Context: an optimization exercise on an open-source flow, tuned for small area. The choices shown serve that exercise and are no tape-out recipe. The RTL was checked by simulation tests, not by an equivalence proof against the original design. Power is estimated from default activity; no workload was simulated.

`flow/design.v`:
```
`default_nettype none
`timescale 1ns/1ps
package grid_pkg;
    typedef logic [9:0] coord_t;
    typedef enum logic [1:0] {
        dir_left  = 2'b00,
        dir_right = 2'b01,
        dir_up    = 2'b10,
        dir_down  = 2'b11
    } dir_t;
endpackage
`default_nettype wire
`default_nettype none
`timescale 1ns/1ps
package bullet_pkg;
    typedef logic [2:0] slot_t;
    typedef logic [3:0] credit_t;
    typedef enum logic {
        req_launcher = 1'b0,
        req_stepper  = 1'b1
    } requester_t;
endpackage
`default_nettype wire
`default_nettype none
`timescale 1ns/1ps
module tank_game_top
#(
    parameter int TICK_CYCLES = 200
) (
    input  wire         clk_100mhz,
    input  wire         rst,
    input  wire         press,
    input  wire         move_btn,
    input  wire         shoot_btn,
    input  wire [1:0]   dir_in,
    input  wire         spawn_valid,
    input  wire [9:0]   spawn_x,
    input  wire [9:0]   spawn_y,
    output logic        running,
    output logic [9:0]  player_x,
    output logic [9:0]  player_y,
    output logic [1:0]  player_dir,
    output logic [$clog2(8 + 1) - 1:0] bullet_count,
    output logic [$clog2(4 + 1) - 1:0] target_count,
    output logic [4*4 - 1:0]          score
);
    function automatic logic [5:0] step6(input logic [5:0] a, input logic dn);
        logic c;
        c = 1'b1;
        for (int i = 0; i < 6; i++) begin
            step6[i] = a[i] ^ c;
            c = c & (a[i] ^ dn);
        end
    endfunction
    function automatic logic [5:0] step6c(input logic [5:0] a, input logic dn, input logic cin);
        logic c;
        c = cin;
        for (int i = 0; i < 6; i++) begin
            step6c[i] = a[i] ^ c;
            c = c & (a[i] ^ dn);
        end
    endfunction
    function automatic logic [4:0] step5(input logic [4:0] a, input logic dn);
        logic c;
        c = 1'b1;
        for (int i = 0; i < 5; i++) begin
            step5[i] = a[i] ^ c;
            c = c & (a[i] ^ dn);
        end
    endfunction
    function automatic logic [1:0] fadd(input logic a, input logic b, input logic c);
        fadd = {(a & b) | (c & (a ^ b)), a ^ b ^ c};
    endfunction
    function automatic logic [7:0] inc8(input logic [7:0] a);
        logic c;
        c = 1'b1;
        for (int i = 0; i < 8; i++) begin
            inc8[i] = a[i] ^ c;
            c = c & a[i];
        end
    endfunction
    logic [2:0] btn_s0, btn_s1, btn_s2, btn_edge;
    logic [1:0] dir_s0, dir_s1;
    always_ff @(posedge clk_100mhz) begin
        if (rst) begin
            btn_s0   <= '0;
            btn_s1   <= '0;
            btn_s2   <= '0;
            btn_edge <= '0;
            dir_s0   <= 2'd1;
            dir_s1   <= 2'd1;
        end else begin
            btn_s0   <= {shoot_btn, move_btn, press};
            btn_s1   <= btn_s0;
            btn_s2   <= btn_s1;
            btn_edge <= btn_s1 & ~btn_s2;
            dir_s0   <= dir_in;
            dir_s1   <= dir_s0;
        end
    end
    logic [7:0] ph;
    logic       ph_end;
    logic       first;
    logic       block;
    logic       step;
    assign ph_end = ph[7] & ph[6] & ph[2] & ph[1] & ph[0];
    always_ff @(posedge clk_100mhz) begin
        if (rst || !running || ph_end) ph <= '0;
        else                           ph <= inc8(ph);
        if (rst || !running) first <= 1'b1;
        else if (ph_end)     first <= 1'b0;
    end
    assign block = !first && ph[7:3] == 5'd0;
    assign step  = !first && ph[7:4] == 4'd0 && (ph[3] ? ph[2:0] == 3'd0 : ph[2:0] != 3'd0);
    logic [5:0] px, py;
    logic [1:0] pdir;
    logic [5:0] mm, mf;
    logic       mok;
    logic       wr_req;
    logic [5:0] wr_m, wr_f;
    logic [1:0] wr_dir;
    logic       wr_gnt;
    logic [7:0] valid;
    always_comb begin
        logic [5:0] op;
        case (pdir)
            2'd0: mok = px != 6'd0;
            2'd1: mok = px != 6'd57;
            2'd2: mok = py != 6'd0;
            default: mok = py != 6'd42;
        endcase
        op = pdir[1] ? py : px;
        mm = {step5(op[5:1], ~pdir[0]), op[0]};
        mf = pdir[1] ? px : py;
    end
    assign wr_gnt = wr_req & ~block;
    always_ff @(posedge clk_100mhz) begin
        if (rst) begin
            running <= 1'b0;
            px      <= '0;
            py      <= '0;
            pdir    <= 2'd1;
            wr_req  <= 1'b0;
        end else begin
            if (btn_edge[0]) running <= 1'b1;
            if (running && btn_edge[1]) begin
                pdir <= dir_s1;
                px <= step6c(px, ~dir_s1[0], !dir_s1[1] && px != (dir_s1[0] ? 6'd57 : 6'd0));
                py <= step6c(py, ~dir_s1[0],  dir_s1[1] && py != (dir_s1[0] ? 6'd42 : 6'd0));
            end
            if (wr_gnt) wr_req <= 1'b0;
            else if (running && btn_edge[2] && !(&valid) && mok) wr_req <= 1'b1;
        end
    end
    always_ff @(posedge clk_100mhz) begin
        if (!wr_req) begin
            wr_m   <= mm;
            wr_f   <= mf;
            wr_dir <= pdir;
        end
    end
    assign player_x   = {4'd0, px};
    assign player_y   = {4'd0, py};
    assign player_dir = pdir;
    logic [7:0][13:0] ring;
    logic [2:0]  free_slot;
    logic [2:0]  wr_pos;
    logic [5:0]  hm, hf, nm, nx, ny;
    logic [1:0]  hd;
    logic        hv;
    logic        leaves;
    logic        probe;
    logic        hit;
    logic        kill;
    always_comb begin
        free_slot = '0;
        for (int i = 7; i >= 0; i--)
            if (!valid[i]) free_slot = 3'(i);
    end
    always_comb begin
        logic b;
        b = 1'b0;
        for (int i = 0; i < 3; i++) begin
            wr_pos[i] = free_slot[i] ^ ph[i] ^ b;
            b = (~free_slot[i] & ph[i]) | (~(free_slot[i] ^ ph[i]) & b);
        end
    end
    assign {hd, hm, hf} = ring[0];
    logic [7:0] valid_rot;
    assign valid_rot = {valid[6:0], valid[7]};
    assign hv = valid_rot[ph[2:0]];
    always_comb begin
        nm = step6c(hm, ~hd[0], step);
        nx = hd[1] ? hf : nm;
        ny = hd[1] ? nm : hf;
        case (hd)
            2'd0, 2'd2: leaves = hm == 6'd63;
            2'd1:       leaves = hm == 6'd58;
            default:    leaves = hm == 6'd43;
        endcase
    end
    assign probe = step & hv & ~leaves;
    assign kill  = step & hv & (leaves | hit);
    logic       ins_pend;
    logic [1:0] ins_pos;
    logic [3:0] ins_sel;
    always_ff @(posedge clk_100mhz) begin
        ins_pend <= wr_gnt & wr_pos[0];
        ins_pos  <= wr_pos[2:1];
    end
    always_comb begin
        for (int q = 0; q < 4; q++)
            ins_sel[q] = (wr_gnt && !wr_pos[0] && wr_pos[2:1] == 2'(q))
                      || (ins_pend && ins_pos == 2'(q));
    end
    always_ff @(posedge clk_100mhz) begin
        for (int p = 0; p < 8; p++) begin
            if (p % 2 == 0 && ins_sel[p / 2])
                ring[p] <= {wr_dir, wr_m, wr_f};
            else if (p == 7)
                ring[p] <= {hd, nm, hf};
            else
                ring[p] <= ring[p + 1];
        end
    end
    always_ff @(posedge clk_100mhz) begin
        if (rst) begin
            valid <= '0;
        end else begin
            if (wr_gnt) valid[free_slot] <= 1'b1;
            for (int i = 0; i < 8; i++)
                if (kill && ph[2:0] == 3'((i + 1) % 8)) valid[i] <= 1'b0;
        end
    end
    always_comb begin
        logic [1:0] a, b, c, d, e, f;
        a = fadd(valid[0], valid[1], valid[2]);
        b = fadd(valid[3], valid[4], valid[5]);
        c = fadd(valid[6], valid[7], a[0]);
        d = fadd(b[0], c[0], 1'b0);
        e = fadd(a[1], b[1], c[1]);
        f = fadd(e[0], d[1], 1'b0);
        bullet_count = {e[1] & f[1], e[1] ^ f[1], f[0], d[0]};
    end
    logic [3:0][5:0] tx;
    logic [3:0][5:0] ty;
    logic [3:0] tvalid;
    logic [3:0] match;
    logic [1:0] hit_idx;
    logic [1:0] free_idx;
    logic       spawn_ok;
    logic       dead;
    logic [4:0] nxh_m1, nyh_m1;
    logic [5:0] spx_m1, spy_m1;
    function automatic logic [5:0] dec6(input logic [5:0] a);
        logic b;
        b = 1'b1;
        for (int i = 0; i < 6; i++) begin
            dec6[i] = a[i] ^ b;
            b = b & ~a[i];
        end
    endfunction
    function automatic logic [4:0] dec5(input logic [4:0] a);
        logic b;
        b = 1'b1;
        for (int i = 0; i < 5; i++) begin
            dec5[i] = a[i] ^ b;
            b = b & ~a[i];
        end
    endfunction
    function automatic logic in_box(input logic [5:0] c, input logic [4:0] ch_m1,
                                    input logic [5:0] t);
        in_box = (c[5:1] == t[5:1] && (c[0] || !t[0]))
              || (ch_m1 == t[5:1] && (!c[0] || t[0]));
    endfunction
    assign nxh_m1 = dec5(nx[5:1]);
    assign nyh_m1 = dec5(ny[5:1]);
    assign spx_m1 = dec6(spawn_x[5:0]);
    assign spy_m1 = dec6(spawn_y[5:0]);
    always_comb begin
        hit_idx  = '0;
        free_idx = '0;
        for (int i = 3; i >= 0; i--) begin
            match[i] = tvalid[i] && in_box(nx, nxh_m1, tx[i]) && in_box(ny, nyh_m1, ty[i]);
            if (match[i]) hit_idx = 2'(i);
            if (!tvalid[i]) free_idx = 2'(i);
        end
    end
    assign hit      = probe & (|match);
    assign spawn_ok = running & spawn_valid & ~(&tvalid);
    assign dead     = spawn_x >= 10'd60 || spawn_y >= 10'd45;
    always_ff @(posedge clk_100mhz) begin
        if (rst) begin
            tvalid <= '0;
        end else begin
            if (spawn_ok) tvalid[free_idx] <= 1'b1;
            if (hit)      tvalid[hit_idx]  <= 1'b0;
        end
    end
    always_ff @(posedge clk_100mhz) begin
        if (spawn_ok) begin
            for (int i = 0; i < 4; i++) begin
                if (free_idx == 2'(i)) begin
                    tx[i] <= dead ? 6'd59 : spx_m1;
                    ty[i] <= spy_m1;
                end
            end
        end
    end
    always_comb begin
        target_count = '0;
        for (int i = 0; i < 4; i++) target_count = target_count + 3'(tvalid[i]);
    end
    logic [3:0] nine;
    logic [4:0] sc_en;
    always_comb begin
        for (int d = 0; d < 4; d++) nine[d] = score[4*d+3] & score[4*d];
        sc_en[0] = hit & ~(&nine);
        for (int d = 1; d < 5; d++) sc_en[d] = sc_en[d-1] & nine[d-1];
    end
    logic [15:0] score_nx;
    always_comb begin
        for (int d = 0; d < 4; d++)
            score_nx[4*d +: 4] = {score[4*d+3] ? ~score[4*d] : (score[4*d+2] & score[4*d+1] & score[4*d]),
                                  score[4*d+2] ^ (score[4*d+1] & score[4*d]),
                                  (score[4*d+1] ^ score[4*d]) & ~score[4*d+3],
                                  ~score[4*d]};
    end
    logic [15:0] score_inc;
    always_comb begin
        for (int d = 0; d < 4; d++)
            score_inc[4*d +: 4] = sc_en[d] ? score_nx[4*d +: 4] : score[4*d +: 4];
    end
    always_ff @(posedge clk_100mhz) begin
        if (rst)           score <= '0;
        else if (sc_en[0]) score <= score_inc;
    end
endmodule
`default_nettype wire
```
`flow/flow/run.sh`:
```
#!/bin/bash
# Layout flow: the standard flow, except that
#  - synthesis maps the logic between the flip-flops with an area-oriented
#    ABC script (flow/area.abc) instead of ORFS's delay-oriented one, and
#    leaves adders to ABC (no full/half-adder cell extraction). Flip-flop
#    mapping and names, flattening and renaming are the standard
#    synthesis's, so the registers are the standard synthesis's;
#  - the clock tree is built with the options in flow/cts_args.
set -euo pipefail
work=$(pwd)

# ORFS scripts with only the ABC script replaced
rm -rf "$work/scripts_area"
cp -r "$FLOW_HOME/scripts" "$work/scripts_area"
cp "$work/flow/area.abc" "$work/scripts_area/abc_speed.script"

# synthesis: standard.sh's make command with the copied scripts
sed 's|^make -C |make SCRIPTS_DIR='"$work"'/scripts_area ADDER_MAP_FILE= -C |' standard.sh > standard_area.sh
grep -q "SCRIPTS_DIR=$work/scripts_area" standard_area.sh
bash standard_area.sh synth > synth.log 2>&1

# the rest of the standard layout, with the clock tree options in flow/cts_args
export CTS_ARGS="$(cat "$work/flow/cts_args")"
bash standard.sh finish > layout.log 2>&1
```
`flow/flow/area.abc`:
```
strash
dch
map -a
mfs2
strash
dch
map -a
mfs2
strash
dch
map -a
topo
stime -c
```
`flow/flow/cts_args`:
```
-sink_clustering_enable -repair_clock_nets -sink_clustering_size 18 -sink_clustering_max_diameter 80 -buf_list sky130_fd_sc_hd__clkbuf_8 -root_buf sky130_fd_sc_hd__clkbuf_8 -tree_buf sky130_fd_sc_hd__clkbuf_8 -dont_use_dummy_load
```
`flow/standard.sh`:
```
#!/bin/bash
# synth_recipe.tcl (not shown) runs the flow's synth.tcl, then flattens the netlist and writes it again
# the make line also repeats each setting of config.mk as NAME=value (left out here)
make -C /OpenROAD-flow-scripts/flow DESIGN_CONFIG=/design/flow/config.mk WORK_HOME=/design/flow/orfs CLKGATE_MAP_FILE= SYNTH_SCRIPT=/design/flow/synth_recipe.tcl "${@:-finish}"
```
`flow/config.mk`:
```
export PLATFORM = sky130hd
export DESIGN_NAME = tank_game_top
export DESIGN_NICKNAME = tank_game_top
export VERILOG_FILES = /design/flow/design.v
export SDC_FILE = /design/flow/constraint.sdc
export NUM_CORES = 4
export LEC_CHECK = 0
export CAP_MARGIN = 20
export CORE_MARGIN = 2
export CORE_UTILIZATION = 60
export SLEW_MARGIN = 20
```
`flow/constraint.sdc`:
```
create_clock -name core_clock -period 10.0 [get_ports {clk_100mhz}]
set_input_delay 2.0000 -clock core_clock [delete_from_list [all_inputs] [get_ports {clk_100mhz}]]
set_output_delay 2.0000 -clock core_clock [all_outputs]
set_load 0.01 [all_outputs]
```
==> impl_metrics.prom, run 1 <==
# TYPE chip_impl_metric gauge
chip_impl_info{name="synth_area_leader",value="sky130_fd_sc_hd__dfxtp_1"} 1
chip_impl_metric{name="grt_pass1_vias",unit=""} 6890
chip_impl_info{name="status",value="no timing/DRC/antenna violations"} 1
chip_impl_metric{name="placement.io_buffers",unit=""} 65
chip_impl_metric{name="cts_hold_buffers",unit=""} 0
chip_impl_metric{name="ys_async_sr_fraction",unit="%"} 0
chip_impl_info{name="unrepaired_setup_endpoints_after_global_routing",value="no"} 1
chip_impl_metric{name="path_depth",unit=""} 15
chip_impl_metric{name="post_cts.repair.setup_buffers",unit=""} 0
chip_impl_metric{name="replace_congestion",unit=""} 0.929
chip_impl_metric{name="grtUsageTotal",unit="%"} 24.0
chip_impl_metric{name="number_of_cells_upsized_or_downsized_after_cts",unit=""} 0
chip_impl_info{name="crit_path_end",value="bullet_count[2]"} 1
chip_impl_metric{name="use_met1",unit="%"} 33.2
chip_impl_info{name="crit_top_cell",value="sky130_fd_sc_hd__clkinv_1"} 1
chip_impl_metric{name="fin_skew",unit="ns"} 0.0319
chip_impl_metric{name="clkSinkCount",unit=""} 246
chip_impl_metric{name="fmax",unit="MHz"} 195
chip_impl_metric{name="timing_worst_slew_pin_value",unit="ns"} 1.07
chip_impl_info{name="crit_start",value="valid[1]"} 1
chip_impl_metric{name="dr.first_iter.drc_count",unit=""} 630
chip_impl_metric{name="globalRouteMet2Util",unit="%"} 40.3
chip_impl_metric{name="n_fill_cell",unit=""} 1337
chip_impl_metric{name="numCtsBuffers",unit=""} 17
chip_impl_metric{name="worst_path_largest_cell_delay",unit="ns"} 0.55
chip_impl_metric{name="final_hold_viol_count",unit=""} 0
chip_impl_info{name="critical_path.slowest_cell",value="sky130_fd_sc_hd__clkdlybuf4s50_1"} 1
chip_impl_metric{name="synth_cells",unit=""} 1091
chip_impl_info{name="worst_setup_path_start_kind",value="register"} 1
chip_impl_metric{name="dp.final_hpwl",unit="mm"} 15.1
chip_impl_metric{name="crit_arrival",unit="ns"} 3.14
chip_impl_metric{name="post_dp_cell_area",unit="sq um"} 10700
chip_impl_metric{name="detail-route-antenna-nets",unit=""} 0
chip_impl_metric{name="finalWorstSetupSlack",unit="ns"} 4.86
chip_impl_info{name="worstSetupPathType",value="reg2out"} 1
chip_impl_metric{name="detailedRoute.firstPassIterationCount",unit=""} 5
chip_impl_metric{name="groute.layer.met3.usage",unit="%"} 2.85
chip_impl_metric{name="wl_per_cell",unit="microns"} 14.7
chip_impl_info{name="hold_path.class",value="reg2reg"} 1
chip_impl_metric{name="placementRows",unit=""} 46
chip_impl_metric{name="utilization",unit="%"} 68.7
chip_impl_metric{name="ir_drop",unit="mV"} 0.118
chip_impl_metric{name="post_route_minimum_period",unit="ns"} 5.14
chip_impl_metric{name="timing.critical_path.fanout_max",unit=""} 5
chip_impl_metric{name="power.leakage",unit="nW"} 3.86
chip_impl_metric{name="initial_core_util",unit="%"} 61.2
chip_impl_metric{name="final_max_slew_viol_count",unit=""} 0
chip_impl_info{name="r2r_path_end",value="score[14]"} 1
chip_impl_metric{name="synth_edf_count",unit=""} 62
chip_impl_info{name="worstSetupEndpointType",value="output pin"} 1
chip_impl_info{name="root_driver",value="sky130_fd_sc_hd__clkbuf_8"} 1
chip_impl_metric{name="post_route_cells_drive_above_1_share",unit="%"} 3.47
chip_impl_metric{name="grt_overflow_total",unit=""} 0
chip_impl_metric{name="floorplan.die_area",unit="sq um"} 17200
chip_impl_metric{name="drc",unit=""} 0
chip_impl_metric{name="initial_antenna_violation_count",unit=""} 0
chip_impl_metric{name="io-pin-count",unit=""} 74
chip_impl_metric{name="postLayoutCellArea",unit="sq um"} 10900
chip_impl_metric{name="synth.avg_cell_area",unit="sq um"} 8.91
chip_impl_metric{name="seqCellArea",unit="sq um"} 5550
chip_impl_info{name="cts_tree",value="yes"} 1
chip_impl_metric{name="dpl.cell_count",unit=""} 1380
chip_impl_info{name="synth_top_cells_by_area",value="sky130_fd_sc_hd__dfxtp_1 (38%), sky130_fd_sc_hd__edfxtp_1 (19%), sky130_fd_sc_hd__nand2_1 (6.5%)"} 1
chip_impl_metric{name="synth_top_area_share",unit="%"} 37.9
chip_impl_metric{name="finish.cell_count_without_fillers",unit=""} 1397
chip_impl_metric{name="core-area",unit="sq um"} 15900
chip_impl_metric{name="maxSlewHeadroom",unit="%"} 27.7
chip_impl_info{name="most_frequent_cells_in_the_layout",value="sky130_fd_sc_hd__dfxtp_1 (184), sky130_fd_sc_hd__nand2_1 (169), sky130_fd_sc_hd__clkinv_1 (147)"} 1
chip_impl_metric{name="clock_insertion_delay_worst_skew",unit="ns"} 0.52
chip_impl_info{name="critPathTopFamily",value="buffers and inverters"} 1
chip_impl_metric{name="ctsLongestPathBuffers",unit=""} 3
chip_impl_metric{name="clkSlewWorstSetupHoldPaths",unit="ns"} 0.11
chip_impl_metric{name="via_per_instance_ratio",unit=""} 5.29
chip_impl_metric{name="dieHeight",unit="microns"} 131
chip_impl_metric{name="final.period_utilization",unit="%"} 51.4
chip_impl_metric{name="netlist_area",unit="sq um"} 9720
chip_impl_metric{name="synthesis.yosys.warnings",unit=""} 1
chip_impl_metric{name="postRouteWirelength",unit="mm"} 20.6
chip_impl_metric{name="antenna-diode-count",unit=""} 0
chip_impl_metric{name="cts-htree-levels",unit=""} 1
chip_impl_metric{name="finalSetupViolations",unit=""} 0
chip_impl_metric{name="total_power",unit="mW"} 1.61
chip_impl_info{name="critical_path.cell_chain",value="clkinv_1 > nor2_1 > clkinv_1 > a21oi_1 > clkinv_1 > a22oi_1 > or2_2 > nand2_1 > clkinv_1 > nor2_1 > nor2_1 > xor2_1 > nand2_1 > a21oi_1 > clkdlybuf4s50_1"} 1
chip_impl_metric{name="grt_pass1_wl",unit="mm"} 33.8
chip_impl_metric{name="worst-endpoint-required",unit="ns"} 8.00
chip_impl_metric{name="holdWs",unit="ns"} 0.329
chip_impl_metric{name="post_synth_num_cell_types",unit=""} 37
chip_impl_metric{name="worstRegToRegCells",unit=""} 22
chip_impl_metric{name="die_width",unit="microns"} 131
chip_impl_info{name="globalRoute.busiestLayer",value="met2"} 1
chip_impl_metric{name="timing.reg2reg.setup_slack",unit="ns"} 4.90
chip_impl_info{name="synth_top_flop_cell",value="sky130_fd_sc_hd__dfxtp_1"} 1
chip_impl_info{name="worstReg2RegStart",value="ph[1]"} 1
chip_impl_metric{name="synthToLayoutAreaGrowth",unit="%"} 12.2
chip_impl_metric{name="finalSetupTns",unit="ns"} 0
chip_impl_metric{name="vias",unit=""} 7393
chip_impl_metric{name="maxCapViolCount",unit=""} 0
chip_impl_metric{name="synth-seq-area-share",unit="%"} 57.0
chip_impl_metric{name="maximum_number_of_pins_on_one_net_before_global_route_repair",unit=""} 41
chip_impl_metric{name="pre_cts_ws",unit="ns"} 4.97
chip_impl_metric{name="number_of_register_bits_inferred_by_synthesis",unit=""} 246
chip_impl_metric{name="nNetsFinal",unit=""} 1211
chip_impl_metric{name="timing.critical_path.buf_inv",unit=""} 5
chip_impl_metric{name="footprint_of_the_multi_input_gates",unit="sq um"} 3590
chip_impl_metric{name="p_per_area",unit="nW/um^2"} 148
chip_impl_info{name="mostFrequentLayoutCell",value="sky130_fd_sc_hd__dfxtp_1"} 1
## synth_stat cells, types with 2 or more instances
master,count
sky130_fd_sc_hd__nor2_1,126
sky130_fd_sc_hd__a211oi_1,9
sky130_fd_sc_hd__a41oi_1,2
sky130_fd_sc_hd__nand4_1,16
sky130_fd_sc_hd__and2_2,3
sky130_fd_sc_hd__nand3_1,32
sky130_fd_sc_hd__dfxtp_1,184
sky130_fd_sc_hd__a31oi_1,4
sky130_fd_sc_hd__nand2_1,169
sky130_fd_sc_hd__o22ai_1,5
sky130_fd_sc_hd__a32oi_1,4
sky130_fd_sc_hd__edfxtp_1,62
sky130_fd_sc_hd__nor3_1,21
sky130_fd_sc_hd__o221ai_1,4
sky130_fd_sc_hd__o21a_1,3
sky130_fd_sc_hd__xnor2_1,37
sky130_fd_sc_hd__xor2_1,40
sky130_fd_sc_hd__o31ai_1,2
sky130_fd_sc_hd__a21oi_1,56
sky130_fd_sc_hd__o41ai_1,2
sky130_fd_sc_hd__a2111oi_0,2
sky130_fd_sc_hd__nor4_1,6
sky130_fd_sc_hd__o21ai_0,123
sky130_fd_sc_hd__buf_4,8
sky130_fd_sc_hd__a221oi_1,3
sky130_fd_sc_hd__clkinv_1,147
sky130_fd_sc_hd__a22oi_1,3
sky130_fd_sc_hd__or2_2,9
## kinds of logic after synthesis
group / share of synthesized area (%)
flops: 57.0
compound gates: 13.1
simple gates: 16.6
xor+xnor: 6.94
other cells: 0.0386
buf+inv: 6.29
## metal layers
metal / up-vias / routed length (microns)
met3: 33 / 814
met2: 157 / 9660
li1: 3807 / -
met1: 3396 / 9670
met4: 0 / 454
met5: - / 0
## where the power goes
group / leakage [nW] / total [mW] / switching (mW) / internal (mW)
clock network: 0.122 / 0.437 / 0.283 / 0.154
logic: 1.61 / 0.120 / 0.0696 / 0.0499
registers: 2.13 / 1.06 / 0.0126 / 1.04
total: 3.86 / 1.61 / 0.365 / 1.25
## how the worst min path moves through the flow
stage	from	end	slack, ns	depth (start not counted)
floorplan	ring[28]	ring[14]	0.31	0
global placement	ring[67]	ring[53]	0.31	0
detailed placement	ring[94]	ring[80]	0.31	0
CTS	ring[32]	ring[18]	0.33	0
global route	ring[86]	ring[72]	0.34	0
finish	ring[32]	ring[18]	0.33	0
## area by class of cell
type,instances,area share [%]
Multi-Input combinational cell,697,32.9
Tap cell,216,2.48
Sequential cell,246,50.8
Clock buffer,17,2.14
Inverter,147,5.06
Timing Repair Buffer,74,6.58
## state kept, by name (all words and copies together), names as in the netlist, 4 cells and up
signal and flops:
wr_f 6, score 16, wr_m 6, py 6
tx 24, px 6, ph 8, ring 112
tvalid 4, valid 8, ty 24
==> run 2: changes to the inputs <==
--- a/flow/design.v
+++ b/flow/design.v
@@ -80,5 +80,5 @@
         end
     endfunction
-    logic [2:0] btn_s0, btn_s1, btn_s2, btn_edge;
+    logic [1:0] btn_s0, btn_s1, btn_s2, btn_edge;
     logic [1:0] dir_s0, dir_s1;
     always_ff @(posedge clk_100mhz) begin
@@ -91,5 +91,5 @@
             dir_s1   <= 2'd1;
         end else begin
-            btn_s0   <= {shoot_btn, move_btn, press};
+            btn_s0   <= {shoot_btn, move_btn};
             btn_s1   <= btn_s0;
             btn_s2   <= btn_s1;
@@ -100,12 +100,23 @@
     end
     logic [7:0] ph;
+    logic [7:4] ph_hi;
+    logic [3:0] ph_lo;
+    logic [7:0] ph_inc;
     logic       ph_end;
     logic       first;
     logic       block;
     logic       step;
+    assign ph     = running ? {ph_hi, ph_lo} : 8'd0;
+    assign ph_inc = inc8(ph);
     assign ph_end = ph[7] & ph[6] & ph[2] & ph[1] & ph[0];
     always_ff @(posedge clk_100mhz) begin
-        if (rst || !running || ph_end) ph <= '0;
-        else                           ph <= inc8(ph);
+        if (rst || !running || ph_end) ph_hi <= '0;
+        else                           ph_hi <= ph_inc[7:4];
+        if (rst || ph_end || (!running && ph_lo[3]))
+            ph_lo <= '0;
+        else if (running)
+            ph_lo <= ph_inc[3:0];
+        else
+            ph_lo <= {ph_lo[1] & ~ph_lo[2], ph_lo[1], ph_lo[0], press};
         if (rst || !running) first <= 1'b1;
         else if (ph_end)     first <= 1'b0;
@@ -143,6 +154,6 @@
             wr_req  <= 1'b0;
         end else begin
-            if (btn_edge[0]) running <= 1'b1;
-            if (running && btn_edge[1]) begin
+            if (ph_lo[3]) running <= 1'b1;
+            if (running && btn_edge[0]) begin
                 pdir <= dir_s1;
                 px <= step6c(px, ~dir_s1[0], !dir_s1[1] && px != (dir_s1[0] ? 6'd57 : 6'd0));
@@ -150,5 +161,5 @@
             end
             if (wr_gnt) wr_req <= 1'b0;
-            else if (running && btn_edge[2] && !(&valid) && mok) wr_req <= 1'b1;
+            else if (running && btn_edge[1] && !(&valid) && mok) wr_req <= 1'b1;
         end
     end
--- a/flow/config.mk
+++ b/flow/config.mk
@@ -8,4 +8,4 @@
 export CAP_MARGIN = 20
 export CORE_MARGIN = 2
-export CORE_UTILIZATION = 60
+export CORE_UTILIZATION = 70
 export SLEW_MARGIN = 20
==> impl_metrics.prom, run 2 <==
# TYPE chip_impl_metric gauge
chip_impl_info{name="status",value="no timing/DRC/antenna violations"} 1
chip_impl_metric{name="dieHeight",unit="microns"} 121
chip_impl_metric{name="largest_register_ffs",unit=""} 112
chip_impl_metric{name="dr.first_iter.drc_count",unit=""} 596
chip_impl_metric{name="finish.cell_count_without_fillers",unit=""} 1320
chip_impl_info{name="synth_top_cells_by_area",value="sky130_fd_sc_hd__dfxtp_1 (38%), sky130_fd_sc_hd__edfxtp_1 (19%), sky130_fd_sc_hd__nand2_1 (6.7%)"} 1
chip_impl_metric{name="number_of_cells_upsized_or_downsized_after_cts",unit=""} 0
chip_impl_metric{name="post_dp_cell_area",unit="sq um"} 10500
chip_impl_metric{name="initial_antenna_violation_count",unit=""} 0
chip_impl_metric{name="cts_hold_buffers",unit=""} 0
chip_impl_metric{name="io-pin-count",unit=""} 74
chip_impl_metric{name="nNetsFinal",unit=""} 1174
chip_impl_metric{name="maxCapViolCount",unit=""} 0
chip_impl_info{name="yosys.cell_count.top_type",value="sky130_fd_sc_hd__dfxtp_1"} 1
chip_impl_metric{name="ctsLongestPathBuffers",unit=""} 3
chip_impl_metric{name="worst_path_largest_cell_delay",unit="ns"} 0.64
chip_impl_metric{name="finalSetupViolations",unit=""} 0
chip_impl_metric{name="utilization",unit="%"} 80.5
chip_impl_metric{name="initial_core_util",unit="%"} 71.9
chip_impl_metric{name="post_route_minimum_period",unit="ns"} 6.24
chip_impl_metric{name="antenna-diode-count",unit=""} 0
chip_impl_metric{name="final_hold_viol_count",unit=""} 0
chip_impl_metric{name="detailedRoute.firstPassIterationCount",unit=""} 5
chip_impl_info{name="biggestRegsByFlops",value="ring x112, tx x24, ty x24"} 1
chip_impl_metric{name="synthToLayoutAreaGrowth",unit="%"} 12.0
chip_impl_info{name="max_flop_register",value="ring"} 1
chip_impl_info{name="worstSetupEndpointType",value="register"} 1
chip_impl_metric{name="worst-endpoint-required",unit="ns"} 10.40
chip_impl_info{name="unrepaired_setup_endpoints_after_global_routing",value="no"} 1
chip_impl_info{name="root_driver",value="sky130_fd_sc_hd__clkbuf_8"} 1
chip_impl_metric{name="post_route_cells_drive_above_1_share",unit="%"} 3.32
chip_impl_metric{name="fmax",unit="MHz"} 160
chip_impl_metric{name="globalRouteMet2Util",unit="%"} 48.0
chip_impl_info{name="synth_top_flop_cell",value="sky130_fd_sc_hd__dfxtp_1"} 1
chip_impl_metric{name="grt_pass1_vias",unit=""} 7045
chip_impl_info{name="critical_path.cell_chain",value="clkinv_1 > nor2_1 > a2111oi_0 > o21ai_0 > nor2_1 > nand2_1 > xnor2_1 > or2_2 > o21ai_0 > clkinv_1 > nor2_1 > clkinv_1 > nor3_1 > xnor2_1 > o41ai_1 > nand2_1 > o21a_1 > nand3_1 > nand2_1 > nor2_1 > and2_2 > nor2_1 > a2111oi_0"} 1
chip_impl_metric{name="grt_overflow_total",unit=""} 0
chip_impl_info{name="most_frequent_cells_in_the_layout",value="sky130_fd_sc_hd__dfxtp_1 (180), sky130_fd_sc_hd__nand2_1 (170), sky130_fd_sc_hd__clkinv_1 (128), sky130_fd_sc_hd__nor2_1 (128), sky130_fd_sc_hd__o21ai_0 (117)"} 1
chip_impl_metric{name="drc",unit=""} 0
chip_impl_info{name="critPathTopFamily",value="simple AND/OR/NAND/NOR gates"} 1
chip_impl_metric{name="detail-route-antenna-nets",unit=""} 0
chip_impl_metric{name="power.leakage",unit="nW"} 3.80
chip_impl_metric{name="clock_insertion_delay_worst_skew",unit="ns"} 0.52
chip_impl_metric{name="via_per_instance_ratio",unit=""} 5.59
chip_impl_metric{name="wl_per_cell",unit="microns"} 15.5
chip_impl_metric{name="final_max_slew_viol_count",unit=""} 0
chip_impl_info{name="crit_top_cell",value="sky130_fd_sc_hd__nor2_1"} 1
chip_impl_metric{name="synth_cells",unit=""} 1053
chip_impl_metric{name="cts-htree-levels",unit=""} 1
chip_impl_metric{name="final.period_utilization",unit="%"} 62.4
chip_impl_metric{name="placementRows",unit=""} 42
chip_impl_metric{name="post_cts.repair.setup_buffers",unit=""} 0
chip_impl_metric{name="postRouteWirelength",unit="mm"} 20.5
chip_impl_metric{name="crit_arrival",unit="ns"} 6.63
chip_impl_metric{name="postLayoutCellArea",unit="sq um"} 10700
chip_impl_metric{name="grtUsageTotal",unit="%"} 28.2
chip_impl_metric{name="ir_drop",unit="mV"} 0.125
chip_impl_metric{name="fin_skew",unit="ns"} 0.0635
chip_impl_metric{name="timing.critical_path.fanout_max",unit=""} 10
chip_impl_metric{name="floorplan.die_area",unit="sq um"} 14600
chip_impl_metric{name="placement.io_buffers",unit=""} 65
chip_impl_info{name="critical_path.slowest_cell",value="sky130_fd_sc_hd__a2111oi_0"} 1
chip_impl_metric{name="finalSetupTns",unit="ns"} 0
chip_impl_metric{name="dp.final_hpwl",unit="mm"} 14.9
chip_impl_metric{name="timing.reg2reg.setup_slack",unit="ns"} 3.76
chip_impl_info{name="synth.cells.most_frequent",value="sky130_fd_sc_hd__dfxtp_1 (180), sky130_fd_sc_hd__nand2_1 (170), sky130_fd_sc_hd__nor2_1 (129)"} 1
chip_impl_metric{name="replace_congestion",unit=""} 0.982
chip_impl_metric{name="netlist_area",unit="sq um"} 9560
chip_impl_info{name="worst_setup_path_start_kind",value="register"} 1
chip_impl_metric{name="clkSlewWorstSetupHoldPaths",unit="ns"} 0.11
chip_impl_metric{name="core-area",unit="sq um"} 13300
chip_impl_metric{name="synth.avg_cell_area",unit="sq um"} 9.07
chip_impl_info{name="cts_tree",value="yes"} 1
chip_impl_metric{name="holdWs",unit="ns"} 0.320
chip_impl_metric{name="maximum_number_of_pins_on_one_net_before_global_route_repair",unit=""} 35
chip_impl_metric{name="p_per_area",unit="nW/um^2"} 140
chip_impl_metric{name="ys_async_sr_fraction",unit="%"} 0
chip_impl_metric{name="maxSlewHeadroom",unit="%"} 31.4
chip_impl_metric{name="dpl.cell_count",unit=""} 1302
chip_impl_info{name="synth_area_leader",value="sky130_fd_sc_hd__dfxtp_1"} 1
chip_impl_info{name="hold_path.class",value="reg2reg"} 1
chip_impl_metric{name="synthesis.yosys.warnings",unit=""} 1
chip_impl_metric{name="use_met1",unit="%"} 38.2
chip_impl_metric{name="timing.critical_path.buf_inv",unit=""} 3
chip_impl_metric{name="post_synth_num_cell_types",unit=""} 41
chip_impl_info{name="globalRoute.busiestLayer",value="met2"} 1
chip_impl_metric{name="number_of_register_bits_inferred_by_synthesis",unit=""} 242
chip_impl_metric{name="synth_edf_count",unit=""} 62
chip_impl_metric{name="timing_worst_slew_pin_value",unit="ns"} 1.02
chip_impl_metric{name="grt_pass1_wl",unit="mm"} 33.1
chip_impl_metric{name="die_width",unit="microns"} 121
chip_impl_info{name="mostFrequentLayoutCell",value="sky130_fd_sc_hd__dfxtp_1"} 1
chip_impl_metric{name="numCtsBuffers",unit=""} 17
chip_impl_metric{name="groute.layer.met3.usage",unit="%"} 3.21
chip_impl_metric{name="synth_top_area_share",unit="%"} 37.7
chip_impl_metric{name="vias",unit=""} 7373
chip_impl_metric{name="clkSinkCount",unit=""} 242
chip_impl_metric{name="synth-seq-area-share",unit="%"} 57.2
chip_impl_info{name="worstSetupPathType",value="reg2reg"} 1
==> run 2: changes by cell type in the layout (fill, tap and decap cells not counted), moves of 4 or more <==
| cell | change |
|---|---|
| sky130_fd_sc_hd__clkinv_1 | -19 |
| sky130_fd_sc_hd__nand3_1 | -14 |
| sky130_fd_sc_hd__a21oi_1 | -8 |
| sky130_fd_sc_hd__xor2_1 | +7 |
| sky130_fd_sc_hd__o21ai_0 | -6 |
| sky130_fd_sc_hd__dfxtp_1 | -4 |
| sky130_fd_sc_hd__or2_2 | -4 |
| sky130_fd_sc_hd__xnor2_1 | -4 |
==> run 2: metal layers <==
layer | wire length, microns | part of all wire, %
met1 | 9050 | 44
met2 | 10000 | 49
met3 | 1030 | 5.0
met4 | 418 | 2.0
met5 | 0 | 0
==> run 2: worst reg2reg max path, stage by stage, from the launching register on <==
cell and delay [ns]:
sky130_fd_sc_hd__dfxtp_1 0.40, sky130_fd_sc_hd__clkinv_1 0.19, sky130_fd_sc_hd__nor2_1 0.10, sky130_fd_sc_hd__a2111oi_0 0.64, sky130_fd_sc_hd__o21ai_0 0.19, sky130_fd_sc_hd__nor2_1 0.40
sky130_fd_sc_hd__nand2_1 0.19, sky130_fd_sc_hd__xnor2_1 0.20, sky130_fd_sc_hd__or2_2 0.28, sky130_fd_sc_hd__o21ai_0 0.35, sky130_fd_sc_hd__clkinv_1 0.18, sky130_fd_sc_hd__nor2_1 0.46
sky130_fd_sc_hd__clkinv_1 0.17, sky130_fd_sc_hd__nor3_1 0.54, sky130_fd_sc_hd__xnor2_1 0.12, sky130_fd_sc_hd__o41ai_1 0.39, sky130_fd_sc_hd__nand2_1 0.09, sky130_fd_sc_hd__o21a_1 0.22
sky130_fd_sc_hd__nand3_1 0.08, sky130_fd_sc_hd__nand2_1 0.16, sky130_fd_sc_hd__nor2_1 0.23, sky130_fd_sc_hd__and2_2 0.21, sky130_fd_sc_hd__nor2_1 0.04, sky130_fd_sc_hd__a2111oi_0 0.30
==> run 2: worst paths after layout <==
check            from        to  depth (start not counted)
max reg2reg   running  score[9]                         23
min reg2reg  ring[68]  ring[54]                          0
max           running  score[9]                         23
min          ring[68]  ring[54]                          0
==> run 2: where the power goes <==
part	total (mW)	switching (mW)	internal [mW]
clock network	0.436	0.282	0.154
registers	1.01	0.00499	1.01
logic	0.0463	0.0262	0.0201
total	1.50	0.313	1.18
==> run 2: cell type report <==
cell class / instances / area (sq um)
Inverter: 128 / 480
Sequential cell: 242 / 5470
Clock buffer: 17 / 234
Tap cell: 176 / 220
Fill cell: 854 / 2590
Multi-Input combinational cell: 682 / 3580
Timing Repair Buffer: 75 / 726
==> run 2: through the flow <==
stage	setup slack (ns)	total power, mW
floorplan	4.95	1.06
CTS	3.84	1.50
finish	3.76	1.50
global route	3.12	1.55
global placement	4.17	1.08
detailed placement	3.92	1.08
==> run 2: logic make-up (layout without fill, tap and decap cells) <==
family | after synthesis | after routing | share of synthesized area, %
flip-flops | 242 | 242 | 57.2
XOR/XNOR | 80 | 80 | 7.33
buffers and inverters | 136 | 220 | 5.66
other | 1 | 8 | 0.0392
AND/OR/NAND/NOR | 361 | 361 | 15.3
multiplexers | 3 | 3 | 0.340
AO/OA/AOI/OAI | 230 | 230 | 14.1
==> run 3: changes to the inputs <==
--- a/flow/config.mk
+++ b/flow/config.mk
@@ -8,4 +8,4 @@
 export CAP_MARGIN = 20
 export CORE_MARGIN = 2
-export CORE_UTILIZATION = 70
+export CORE_UTILIZATION = 60
 export SLEW_MARGIN = 20
==> impl_metrics.prom, run 3 <==
# TYPE chip_impl_metric gauge
chip_impl_metric{name="maxSlewHeadroom",unit="%"} 26.6
chip_impl_metric{name="grt_pass1_vias",unit=""} 6376
chip_impl_info{name="crit_start",value="running"} 1
chip_impl_metric{name="synth_cells",unit=""} 1053
chip_impl_metric{name="detail-route-antenna-nets",unit=""} 0
chip_impl_metric{name="worst-endpoint-required",unit="ns"} 10.39
chip_impl_info{name="mostFrequentLayoutCell",value="sky130_fd_sc_hd__dfxtp_1"} 1
chip_impl_info{name="critical_path.cell_chain",value="clkinv_1 > nor2_1 > a2111oi_0 > o21ai_0 > nor2_1 > nand2_1 > xnor2_1 > or2_2 > o21ai_0 > clkinv_1 > nor2_1 > clkinv_1 > nor3_1 > xnor2_1 > o41ai_1 > nand2_1 > o21a_1 > nand3_1 > nand2_1 > nor2_1 > and2_2 > nor2_1 > a2111oi_0"} 1
chip_impl_info{name="crit_path_end",value="score[9]"} 1
chip_impl_metric{name="grtUsageTotal",unit="%"} 23.3
chip_impl_info{name="synth_top_flop_cell",value="sky130_fd_sc_hd__dfxtp_1"} 1
chip_impl_metric{name="largest_register_ffs",unit=""} 112
chip_impl_metric{name="worst_path_largest_cell_delay",unit="ns"} 0.57
chip_impl_metric{name="maxCapViolCount",unit=""} 0
chip_impl_metric{name="finalSetupViolations",unit=""} 0
chip_impl_metric{name="synthToLayoutAreaGrowth",unit="%"} 12.4
chip_impl_metric{name="post_route_minimum_period",unit="ns"} 6.08
chip_impl_metric{name="initial_antenna_violation_count",unit=""} 0
chip_impl_metric{name="timing.reg2reg.setup_slack",unit="ns"} 3.92
chip_impl_metric{name="clock_insertion_delay_worst_skew",unit="ns"} 0.50
chip_impl_metric{name="synth-seq-area-share",unit="%"} 57.2
chip_impl_metric{name="synth_top_area_share",unit="%"} 37.7
chip_impl_metric{name="post_route_cells_drive_above_1_share",unit="%"} 3.24
chip_impl_metric{name="dieHeight",unit="microns"} 130
chip_impl_metric{name="die_width",unit="microns"} 130
chip_impl_metric{name="nNetsFinal",unit=""} 1172
chip_impl_metric{name="drc",unit=""} 0
chip_impl_info{name="worst_setup_path_start_kind",value="register"} 1
chip_impl_metric{name="finalSetupTns",unit="ns"} 0
chip_impl_info{name="worstSetupPathType",value="reg2reg"} 1
chip_impl_metric{name="final.period_utilization",unit="%"} 60.8
chip_impl_metric{name="ctsLongestPathBuffers",unit=""} 3
chip_impl_metric{name="power.leakage",unit="nW"} 3.79
chip_impl_info{name="worstSetupEndpointType",value="register"} 1
chip_impl_metric{name="dp.final_hpwl",unit="mm"} 14.2
chip_impl_metric{name="grt_pass1_wl",unit="mm"} 31.6
chip_impl_metric{name="initial_core_util",unit="%"} 60.8
chip_impl_metric{name="fmax",unit="MHz"} 164
chip_impl_metric{name="fin_skew",unit="ns"} 0.0494
chip_impl_metric{name="via_per_instance_ratio",unit=""} 5.25
chip_impl_info{name="synth.cells.most_frequent",value="sky130_fd_sc_hd__dfxtp_1 (180), sky130_fd_sc_hd__nand2_1 (170), sky130_fd_sc_hd__nor2_1 (129)"} 1
chip_impl_metric{name="replace_congestion",unit=""} 0.917
chip_impl_metric{name="synth.avg_cell_area",unit="sq um"} 9.07
chip_impl_metric{name="io-pin-count",unit=""} 74
chip_impl_metric{name="crit_arrival",unit="ns"} 6.47
chip_impl_info{name="synth_area_leader",value="sky130_fd_sc_hd__dfxtp_1"} 1
chip_impl_metric{name="pre_cts_ws",unit="ns"} 3.91
chip_impl_metric{name="final_hold_viol_count",unit=""} 0
chip_impl_metric{name="worstRegToRegCells",unit=""} 23
chip_impl_metric{name="placementRows",unit=""} 46
chip_impl_info{name="most_frequent_cells_in_the_layout",value="sky130_fd_sc_hd__dfxtp_1 (180), sky130_fd_sc_hd__nand2_1 (170), sky130_fd_sc_hd__clkinv_1 (128)"} 1
chip_impl_metric{name="cts-htree-levels",unit=""} 1
chip_impl_metric{name="synthesis.yosys.warnings",unit=""} 1
chip_impl_info{name="critical_path.slowest_cell",value="sky130_fd_sc_hd__a2111oi_0"} 1
chip_impl_metric{name="number_of_cells_upsized_or_downsized_after_cts",unit=""} 0
chip_impl_info{name="r2r_path_end",value="score[9]"} 1
chip_impl_metric{name="netlist_area",unit="sq um"} 9560
chip_impl_info{name="cts_tree",value="yes"} 1
chip_impl_info{name="unrepaired_setup_endpoints_after_global_routing",value="no"} 1
chip_impl_metric{name="utilization",unit="%"} 68.4
chip_impl_metric{name="grt_overflow_total",unit=""} 0
chip_impl_metric{name="post_synth_num_cell_types",unit=""} 41
chip_impl_metric{name="synth_edf_count",unit=""} 62
chip_impl_metric{name="maximum_number_of_pins_on_one_net_before_global_route_repair",unit=""} 35
chip_impl_info{name="yosys.cell_count.top_type",value="sky130_fd_sc_hd__dfxtp_1"} 1
chip_impl_metric{name="dr.first_iter.drc_count",unit=""} 436
chip_impl_info{name="crit_top_cell",value="sky130_fd_sc_hd__nor2_1"} 1
chip_impl_metric{name="vias",unit=""} 7135
chip_impl_info{name="hold_path.class",value="reg2reg"} 1
chip_impl_metric{name="placement.io_buffers",unit=""} 65
chip_impl_metric{name="cts_hold_buffers",unit=""} 0
chip_impl_metric{name="timing_worst_slew_pin_value",unit="ns"} 1.09
chip_impl_metric{name="ys_async_sr_fraction",unit="%"} 0
chip_impl_metric{name="postRouteWirelength",unit="mm"} 19.7
chip_impl_metric{name="clkSinkCount",unit=""} 242
chip_impl_metric{name="post_cts.repair.setup_buffers",unit=""} 0
chip_impl_metric{name="wl_per_cell",unit="microns"} 14.5
chip_impl_info{name="root_driver",value="sky130_fd_sc_hd__clkbuf_8"} 1
chip_impl_metric{name="number_of_register_bits_inferred_by_synthesis",unit=""} 242
chip_impl_metric{name="finalWorstSetupSlack",unit="ns"} 3.92
chip_impl_metric{name="timing.critical_path.fanout_max",unit=""} 10
chip_impl_metric{name="floorplan.die_area",unit="sq um"} 17000
chip_impl_metric{name="p_per_area",unit="nW/um^2"} 139
chip_impl_metric{name="core-area",unit="sq um"} 15700
chip_impl_metric{name="ir_drop",unit="mV"} 0.138
chip_impl_info{name="max_flop_register",value="ring"} 1
chip_impl_metric{name="detailedRoute.firstPassIterationCount",unit=""} 5
chip_impl_metric{name="antenna-diode-count",unit=""} 0
chip_impl_metric{name="n_fill_cell",unit=""} 1356
chip_impl_info{name="biggestRegsByFlops",value="ring x112, tx x24, ty x24"} 1
chip_impl_info{name="synth_top_cells_by_area",value="sky130_fd_sc_hd__dfxtp_1 (38%), sky130_fd_sc_hd__edfxtp_1 (19%), sky130_fd_sc_hd__nand2_1 (6.7%)"} 1
chip_impl_metric{name="numCtsBuffers",unit=""} 17
chip_impl_info{name="worstReg2RegStart",value="running"} 1
chip_impl_metric{name="clkSlewWorstSetupHoldPaths",unit="ns"} 0.11
chip_impl_metric{name="final_max_slew_viol_count",unit=""} 0
chip_impl_info{name="status",value="no timing/DRC/antenna violations"} 1
## run 3: cell counts after synthesis
Identical to the previous run, type by type.
## run 3: final cells by class
class,count,area (sq um),share of cell area [%]
multi-input combinational,682,3580,33.3
clock buffer,17,234,2.18
sequential,242,5470,50.9
inverter,128,480,4.47
timing repair buffer,73,711,6.62
tap,216,270,2.52
## run 3: layer usage
metal  share of wire, %  vias up  global-route usage [%]
li1                   -     3695                       -
met1                 48     3275                    33.5
met2                 46      137                    37.5
met3                4.3       28                    3.49
met4                2.0        0                    5.57
met5                  0        -                       0
## run 3: cell families after synthesis
| logic type | synth area share (%) |
|---|---|
| xor gates and xnor gates | 7.33 |
| and+or+nand+nor | 15.3 |
| other | 0.0392 |
| muxes | 0.340 |
| DFF | 57.2 |
| buffers and inverters | 5.66 |
| AOI/OAI and AO/OA | 14.1 |
## run 3: worst min path at each step
stage | from | to | slack (ns) | cells past startpoint
2_1_floorplan | ring[28] | ring[14] | 0.31 | 0
3_3_place_gp | ring[41] | ring[27] | 0.31 | 0
3_5_place_dp | ring[67] | ring[53] | 0.31 | 0
4_1_cts | ring[39] | ring[25] | 0.33 | 0
5_1_grt | ring[60] | ring[46] | 0.34 | 0
6_report | ring[35] | ring[21] | 0.33 | 0
## run 3: report_power, final
part / internal, mW / switching (mW) / total (mW)
logic: 0.0201 / 0.0253 / 0.0455
clock network: 0.154 / 0.279 / 0.433
registers: 1.01 / 0.00474 / 1.01
total: 1.18 / 0.309 / 1.49
## run 3: through the flow
stage	instance area, sq um	hold slack, ns	power (mW)	cells
after floorplan	9580	0.310	1.06	1060
after global placement	10500	0.310	1.08	1341
after detailed placement	10500	0.312	1.08	1341
after CTS	10700	0.326	1.51	1358
after global routing	10700	0.342	1.55	1358
final	10700	0.331	1.49	1358
## run 3: worst max-delay path: cells and delay by family, from the launching register on
family | cells | cell delay (ns)
buffers and inverters | 3 | 0.54
AO/OA/AOI/OAI | 6 | 2.02
XOR/XNOR | 2 | 0.33
AND/OR/NAND/NOR | 12 | 2.69
flip-flops | 1 | 0.41
==> run 4: changes to the inputs <==
--- a/flow/design.v
+++ b/flow/design.v
@@ -107,7 +107,7 @@
     logic       block;
     logic       step;
-    assign ph     = running ? {ph_hi, ph_lo} : 8'd0;
+    assign ph     = {ph_hi, ph_lo};
     assign ph_inc = inc8(ph);
-    assign ph_end = ph[7] & ph[6] & ph[2] & ph[1] & ph[0];
+    assign ph_end = running & ph[7] & ph[6] & ph[2] & ph[1] & ph[0];
     always_ff @(posedge clk_100mhz) begin
         if (rst || !running || ph_end) ph_hi <= '0;
==> impl_metrics.prom, run 4 <==
# TYPE chip_impl_metric gauge
chip_impl_info{name="status",value="no timing/DRC/antenna violations"} 1
chip_impl_metric{name="postRouteWirelength",unit="mm"} 19.8
chip_impl_metric{name="maximum_number_of_pins_on_one_net_before_global_route_repair",unit=""} 33
chip_impl_metric{name="placement.io_buffers",unit=""} 65
chip_impl_metric{name="synth.avg_cell_area",unit="sq um"} 9.01
chip_impl_metric{name="fmax",unit="MHz"} 184
chip_impl_metric{name="detailedRoute.firstPassIterationCount",unit=""} 5
chip_impl_metric{name="final_hold_viol_count",unit=""} 0
chip_impl_metric{name="antenna-diode-count",unit=""} 0
chip_impl_info{name="worstSetupEndpointType",value="register"} 1
chip_impl_metric{name="core-area",unit="sq um"} 15700
chip_impl_metric{name="ctsLongestPathBuffers",unit=""} 3
chip_impl_metric{name="post_synth_num_cell_types",unit=""} 37
chip_impl_metric{name="final.period_utilization",unit="%"} 54.5
chip_impl_metric{name="cts_hold_buffers",unit=""} 0
chip_impl_info{name="max_flop_register",value="ring"} 1
chip_impl_metric{name="synth_top_area_share",unit="%"} 37.8
chip_impl_metric{name="ir_drop",unit="mV"} 0.107
chip_impl_metric{name="drc",unit=""} 0
chip_impl_metric{name="die_width",unit="microns"} 130
chip_impl_metric{name="footprint_of_the_multi_input_gates",unit="sq um"} 3500
chip_impl_metric{name="replace_congestion",unit=""} 0.910
chip_impl_info{name="cts_tree",value="yes"} 1
chip_impl_metric{name="synth_cells",unit=""} 1057
chip_impl_metric{name="timing.critical_path.fanout_max",unit=""} 9
chip_impl_info{name="synth_area_leader",value="sky130_fd_sc_hd__dfxtp_1"} 1
chip_impl_metric{name="grt_overflow_total",unit=""} 0
chip_impl_info{name="synth_top_flop_cell",value="sky130_fd_sc_hd__dfxtp_1"} 1
chip_impl_metric{name="clock_insertion_delay_worst_skew",unit="ns"} 0.52
chip_impl_metric{name="vias",unit=""} 7262
chip_impl_metric{name="clkSlewWorstSetupHoldPaths",unit="ns"} 0.11
chip_impl_metric{name="grt_pass1_vias",unit=""} 6778
chip_impl_metric{name="ys_async_sr_fraction",unit="%"} 0
chip_impl_metric{name="placementRows",unit=""} 46
chip_impl_metric{name="maxCapViolCount",unit=""} 0
chip_impl_metric{name="seqCellArea",unit="sq um"} 5470
chip_impl_info{name="crit_top_cell",value="sky130_fd_sc_hd__nand2_1"} 1
chip_impl_metric{name="maxSlewHeadroom",unit="%"} 28.8
chip_impl_metric{name="dpl.cell_count",unit=""} 1345
chip_impl_info{name="unrepaired_setup_endpoints_after_global_routing",value="no"} 1
chip_impl_info{name="biggestRegsByFlops",value="ring x112, tx x24, ty x24"} 1
chip_impl_metric{name="synth_edf_count",unit=""} 62
chip_impl_metric{name="post_cts.repair.setup_buffers",unit=""} 0
chip_impl_metric{name="numCtsBuffers",unit=""} 17
chip_impl_metric{name="via_per_instance_ratio",unit=""} 5.33
chip_impl_metric{name="dieHeight",unit="microns"} 130
chip_impl_metric{name="io-pin-count",unit=""} 74
chip_impl_metric{name="nNetsFinal",unit=""} 1176
chip_impl_metric{name="number_of_cells_upsized_or_downsized_after_cts",unit=""} 0
chip_impl_metric{name="timing.critical_path.buf_inv",unit=""} 4
chip_impl_metric{name="finish.cell_count_without_fillers",unit=""} 1362
chip_impl_info{name="synth.cells.most_frequent",value="sky130_fd_sc_hd__dfxtp_1 (180), sky130_fd_sc_hd__nand2_1 (159), sky130_fd_sc_hd__clkinv_1 (141)"} 1
chip_impl_metric{name="initial_core_util",unit="%"} 60.6
chip_impl_metric{name="grtUsageTotal",unit="%"} 23.8
chip_impl_info{name="most_frequent_cells_in_the_layout",value="sky130_fd_sc_hd__dfxtp_1 (180), sky130_fd_sc_hd__nand2_1 (159), sky130_fd_sc_hd__clkinv_1 (141)"} 1
chip_impl_info{name="synth_top_cells_by_area",value="sky130_fd_sc_hd__dfxtp_1 (38%), sky130_fd_sc_hd__edfxtp_1 (20%), sky130_fd_sc_hd__o21ai_0 (6.4%)"} 1
chip_impl_metric{name="crit_arrival",unit="ns"} 5.84
chip_impl_metric{name="worst-endpoint-required",unit="ns"} 10.39
chip_impl_metric{name="synthToLayoutAreaGrowth",unit="%"} 12.4
chip_impl_metric{name="timing_worst_slew_pin_value",unit="ns"} 1.06
chip_impl_metric{name="clkSinkCount",unit=""} 242
chip_impl_metric{name="detail-route-antenna-nets",unit=""} 0
chip_impl_info{name="critical_path.slowest_cell",value="sky130_fd_sc_hd__o21ai_0"} 1
chip_impl_metric{name="finalSetupViolations",unit=""} 0
chip_impl_info{name="worst_setup_path_start_kind",value="register"} 1
chip_impl_metric{name="synthesis.yosys.warnings",unit=""} 1
chip_impl_metric{name="fin_skew",unit="ns"} 0.0417
chip_impl_metric{name="post_route_minimum_period",unit="ns"} 5.45
chip_impl_info{name="root_driver",value="sky130_fd_sc_hd__clkbuf_8"} 1
chip_impl_metric{name="dp.final_hpwl",unit="mm"} 14.3
chip_impl_info{name="worstSetupPathType",value="reg2reg"} 1
chip_impl_metric{name="floorplan.die_area",unit="sq um"} 16900
chip_impl_metric{name="final_max_slew_viol_count",unit=""} 0
chip_impl_metric{name="netlist_area",unit="sq um"} 9530
chip_impl_metric{name="synth-seq-area-share",unit="%"} 57.4
chip_impl_metric{name="number_of_register_bits_inferred_by_synthesis",unit=""} 242
chip_impl_metric{name="initial_antenna_violation_count",unit=""} 0
chip_impl_metric{name="worst_path_largest_cell_delay",unit="ns"} 0.79
chip_impl_info{name="yosys.cell_count.top_type",value="sky130_fd_sc_hd__dfxtp_1"} 1
chip_impl_metric{name="holdWs",unit="ns"} 0.313
chip_impl_metric{name="largest_register_ffs",unit=""} 112
chip_impl_info{name="critical_path.cell_chain",value="clkinv_1 > nand2_1 > o21ai_0 > a21oi_1 > nand2_1 > clkinv_1 > nand2_1 > xnor2_1 > clkinv_1 > o21ai_0 > nor2_1 > nand2_1 > clkinv_1 > nand2_1 > xnor2_1 > o32ai_1 > nand3_1 > nand3_1 > nand2_1 > nor4_1 > nor2_1 > a2111oi_0"} 1
chip_impl_metric{name="wl_per_cell",unit="microns"} 14.6
chip_impl_metric{name="n_fill_cell",unit=""} 1352
chip_impl_info{name="critPathTopFamily",value="simple AND/OR/NAND/NOR gates"} 1
chip_impl_metric{name="finalSetupTns",unit="ns"} 0
chip_impl_metric{name="p_per_area",unit="nW/um^2"} 149
chip_impl_metric{name="post_route_cells_drive_above_1_share",unit="%"} 3.05
chip_impl_info{name="mostFrequentLayoutCell",value="sky130_fd_sc_hd__dfxtp_1"} 1
chip_impl_metric{name="power.leakage",unit="nW"} 3.80
chip_impl_metric{name="grt_pass1_wl",unit="mm"} 32.2
chip_impl_info{name="hold_path.class",value="reg2reg"} 1
chip_impl_metric{name="dr.first_iter.drc_count",unit=""} 577
chip_impl_metric{name="cts-htree-levels",unit=""} 1
run 4: final timing paths:
check | from | end | slack (ns) | cells after the start
min | ring[35] | ring[21] | 0.31 | 0
max | ph_lo[2] | score[5] | 4.55 | 22
min reg2reg | ring[35] | ring[21] | 0.31 | 0
max reg2reg | ph_lo[2] | score[5] | 4.55 | 22
run 4: layer usage:
metal | wire length [microns] | global-route usage, % | vias to the layer above
li1 | - | - | 3692
met1 | 8970 | 32.4 | 3337
met2 | 9210 | 40.2 | 202
met3 | 1330 | 4.06 | 31
met4 | 335 | 5.12 | 0
met5 | 0 | 0 | -
run 4: power breakdown:
part           switching, mW  leakage, nW  total (mW)  internal (mW)
clock                  0.282        0.122       0.436          0.154
sequential            0.0131         2.11        1.03           1.02
combinational         0.0791         1.57       0.129         0.0503
total                  0.374         3.80        1.60           1.22
run 4: cells by family (layout without fill, tap and decap cells):
logic type / count (synthesis) / count (layout) / synth area share (%)
buf+inv: 149 / 231 / 6.19
simple gates: 355 / 355 / 15.2
compound gates: 232 / 232 / 14.0
other cells: 1 / 8 / 0.0394
xor+xnor: 78 / 78 / 7.17
flops: 242 / 242 / 57.4
run 4: layout make-up:
type	instances	share of cell area [%]
Clock buffer	17	2.18
Inverter	141	4.94
Multi-Input combinational cell	673	32.7
Tap cell	216	2.52
Sequential cell	242	51.0
Timing Repair Buffer	73	6.63
run 4: per-stage QoR:
stage / utilization (%) / setup WS (ns) / total power, mW / cell area, sq um
2_1_floorplan: - / 5.73 / 1.14 / 9550
3_3_place_gp: 66.7 / 5.04 / 1.18 / 10500
3_5_place_dp: 66.7 / 4.64 / 1.18 / 10500
4_1_cts: 68.2 / 4.65 / 1.61 / 10700
5_1_grt: 68.2 / 4.01 / 1.66 / 10700
6_report: 68.2 / 4.55 / 1.60 / 10700
run 4: worst reg2reg max path, cell delays in order (launching register included):
cell and delay [ns]:
sky130_fd_sc_hd__dfxtp_1 0.36, sky130_fd_sc_hd__clkinv_1 0.22, sky130_fd_sc_hd__nand2_1 0.17, sky130_fd_sc_hd__o21ai_0 0.08, sky130_fd_sc_hd__a21oi_1 0.27, sky130_fd_sc_hd__nand2_1 0.14
sky130_fd_sc_hd__clkinv_1 0.07, sky130_fd_sc_hd__nand2_1 0.07, sky130_fd_sc_hd__xnor2_1 0.28, sky130_fd_sc_hd__clkinv_1 0.13, sky130_fd_sc_hd__o21ai_0 0.79, sky130_fd_sc_hd__nor2_1 0.32
sky130_fd_sc_hd__nand2_1 0.23, sky130_fd_sc_hd__clkinv_1 0.19, sky130_fd_sc_hd__nand2_1 0.22, sky130_fd_sc_hd__xnor2_1 0.11, sky130_fd_sc_hd__o32ai_1 0.29, sky130_fd_sc_hd__nand3_1 0.18
sky130_fd_sc_hd__nand3_1 0.15, sky130_fd_sc_hd__nand2_1 0.19, sky130_fd_sc_hd__nor4_1 0.41, sky130_fd_sc_hd__nor2_1 0.08, sky130_fd_sc_hd__a2111oi_0 0.37

[re-timing with driven ports]
No port has a modelled driver above. Below, the same layouts with a new extraction and two added sets of constraints. Step 1, drivers: a clkbuf_16 drives clk_100mhz and a buf_2 each remaining input, both assumed. Step 2 moves the port delays by t, midway between the first and last clock arrival at a register: inputs arrive t later, outputs are due t later. That takes back most of the time a late clock gives input paths. Three values: no drivers, after step 1, after step 2; two values: the first two.
| run | t (ns) | setup slack, ns | worst register clock-pin slew, ns | worst data-port slew with drivers (ns) |
|---|---|---|---|---|
| run 1 | 0.545 | 4.861 / 4.819 / 4.902 | 0.11 / 0.11 | 0.04 |
| run 2 | 0.526 | 3.763 / 3.763 / 3.763 | 0.12 / 0.12 | 0.04 |
| run 3 | 0.519 | 3.920 / 3.920 / 3.920 | 0.12 / 0.12 | 0.04 |
| run 4 | 0.541 | 4.553 / 4.553 / 4.553 | 0.11 / 0.11 | 0.04 |
After both steps every run listed still meets setup and hold.
